This is an optimization exercise on Yosys and OpenROAD, whose aim is small area, a short achievable clock period and few clock cycles, not a production implementation.
RTL that was checked went through simulation tests only; none was proved equivalent to the original.
Power is estimated from default activity; no workload was simulated.

Design motion_command_text_parser_top, start of the top module:
module motion_command_text_parser_top
(
    input  logic          clk,
    input  logic          rst_n,
    input  logic          cmd_valid,
    output logic          cmd_ready,
    input  logic [7:0]    cmd_ch,
    output logic          rec_valid,
    input  logic          rec_ready,
    output logic [2:0]    rec_record_index,
    output logic [31:0]   rec_joint_angle,
    output logic [31:0]   rec_start_reload,
    output logic [31:0]   rec_target_reload,
    output logic [31:0]   rec_duration_ms,
    output logic          rec_accepted,
    output logic          rec_last_record
);
    logic        busy;
    logic        in_v;
    logic [7:0]  in_ch;
    logic        push;
    logic [1:0]  push_lane;
    logic        push_bank;
    logic [31:0] value;
    logic        term;
    logic        term_acc;
    logic        term_bank;
    assign cmd_ready = !busy || (cmd_ch != 8'h00);
    always_ff @(posedge clk or negedge rst_n)
    begin
        if (!rst_n)
            in_v <= 1'b0;
        else
            in_v <= cmd_valid && cmd_ready;
    end
    always_ff @(posedge clk)
        in_ch <= cmd_ch;
    cmdp_parser u_parser (
        .clk       (clk),
        .rst_n     (rst_n),
        .in_v      (in_v),
        .ch        (in_ch),
        .push      (push),
        .push_lane (push_lane),
  ...
clock: 18.0 ns
lec_check: 0
cap_margin: 20
core_margin: 2
core_utilization: 70
slew_margin: 20
standard.sh (not shown) runs the stock make flow with config.mk's settings and CLKGATE_MAP_FILE= SYNTH_SCRIPT=/design/flow/synth_recipe.tcl, a recipe that flattens the netlist after the stock synthesis.
==> flow/flow/run.sh <==
#!/bin/bash
# Own layout flow: the standard ORFS flow (standard.sh, with the standard
# synthesis unchanged) plus:
#  - port buffers made from a plain buffer cell (every port still gets one);
#  - cr.tcl after floorplan: a fast two-level copy of the cmd_ready logic drives
#    the cmd_ready port (the synthesized logic keeps driving the internal loads);
#  - repair_timing asked for extra setup margin;
#  - CTS without dummy loads.
set -euo pipefail
W=$(pwd)
export BUFFER_PORTS_ARGS="-buffer_cell sky130_fd_sc_hd__buf_1"
export SETUP_SLACK_MARGIN=10.4
export POST_FLOORPLAN_TCL="$W/flow/cr.tcl"
export CTS_ARGS="-sink_clustering_enable -repair_clock_nets -buf_list sky130_fd_sc_hd__clkbuf_8 -sink_clustering_size 18 -sink_clustering_max_diameter 55 -dont_use_dummy_load"
bash standard.sh > standard.log 2>&1
Other scripts of this flow, unchanged in this note and not shown: flow/flow/cr.tcl
Next try:
--- a/flow/design.v
+++ b/flow/design.v
@@ -91,25 +91,25 @@
             cmdp_pkg::P_N1: after = cmdp_pkg::P_S;
             cmdp_pkg::P_N2: after = cmdp_pkg::P_T;
             cmdp_pkg::P_N3: after = (jn_reg == 3'd5) ? cmdp_pkg::P_TT : cmdp_pkg::P_J;
             default:        after = cmdp_pkg::P_END;
         endcase
     end
     assign nd      = neg_reg;
     assign d       = ch[3:0];
     assign a       = dig_reg ? {{4{acc_reg[31]}}, acc_reg} : 36'd0;
     assign sd      = nd ? (36'd0 - {32'd0, d}) : {32'd0, d};
     assign t       = (a << 3) + (a << 1) + sd;
     assign sat_p   = !nd && ((acc_reg > 32'd214748364) || ((acc_reg == 32'd214748364) && (d >= 4'd8)));
-    assign sat_n   =  nd && (($signed(acc_reg) < -32'sd214748364) || (($signed(acc_reg) == -32'sd214748364) && (d == 4'd9)));
+    assign sat_n   =  nd && ((acc_reg[31] && (acc_reg < 32'hF3333334)) || ((acc_reg == 32'hF3333334) && (d == 4'd9)));
     assign acc_new = (dig_reg && (sat_p || sat_n)) ? {nd, {31{!nd}}} : t[31:0];
     always_comb
     begin
         lit      = cmdp_pkg::CH_DIG1 + {5'd0, jn_reg};
         skip_ws  = 1'b0;
         lit_next = cmdp_pkg::P_FAIL;
         case ((in_num && dig_reg && !digit) ? after : pos_reg)
             cmdp_pkg::P_M:  begin lit = cmdp_pkg::CH_M; lit_next = cmdp_pkg::P_O; end
             cmdp_pkg::P_O:  begin lit = cmdp_pkg::CH_O; lit_next = cmdp_pkg::P_V; end
             cmdp_pkg::P_V:  begin lit = cmdp_pkg::CH_V; lit_next = cmdp_pkg::P_E; end
             cmdp_pkg::P_E:  begin lit = cmdp_pkg::CH_E; lit_next = cmdp_pkg::P_J; end
             cmdp_pkg::P_J:  begin lit = cmdp_pkg::CH_J; lit_next = cmdp_pkg::P_JD; skip_ws = 1'b1; end
After rerunning:
- The new run completed with no timing, DRC or antenna violations
- cell count stays the same
- clock skew increases by 0.0057 ns
- critical path depth does not change
- count of clock-buffer cells in the layout decreases by 2
- utilization decreases by 0.27 points
- wire length decreases by 3.4%
- worst hold slack gets worse by 0.020 ns
- clock power is about the same
- worst setup slack gets better by 0.0066 ns
- via count decreases by 1.7%
- fmax hardly moves
- global-route usage decreases by 0.59 points
- flip-flop and latch count stays the same
- power increases by about 3.2%
Testbench counts after the change, summed over its fixed seeds: cycles 74,613.
Only the layout flow was run in the first run of this note; the RTL was not checked for function there.

-- afterwards: timing with drivers on the ports --
How much do the figures lean on ideal ports? The routed layouts below were timed once more, with nothing changed but the port constraints.
Step 1 (the two cells are an assumption about what drives the block):
set clk [get_ports {clk}]
set_driving_cell -lib_cell sky130_fd_sc_hd__clkbuf_16 $clk
set_driving_cell -lib_cell sky130_fd_sc_hd__buf_2 [delete_from_list [all_inputs] $clk]
Step 2 adds t to the input delays and takes it off the output delays; t is the mean of the earliest and latest rising clock arrival at the registers after step 1. Input paths then give back, and output paths get back, about the clock's delay inside the block.
a / b / c = no drivers / after step 1 / after step 2; a / b = the first two.
run | t (ns) | setup WS [ns] | worst setup path after step 2 | slew at the worst register clock pin (ns) | worst data-port slew with drivers (ns)
the first run | 0.720 | 10.314 / 10.273 / 10.273 | input to output | 0.11 / 0.11 | 0.05
the second run | 0.719 | 10.321 / 10.282 / 10.282 | input to output | 0.11 / 0.11 | 0.06
After both steps every run listed still meets setup and hold. The setup slack of the first run, which loses most, moves by -0.041 ns with the drivers and by -0.041 ns with both steps.
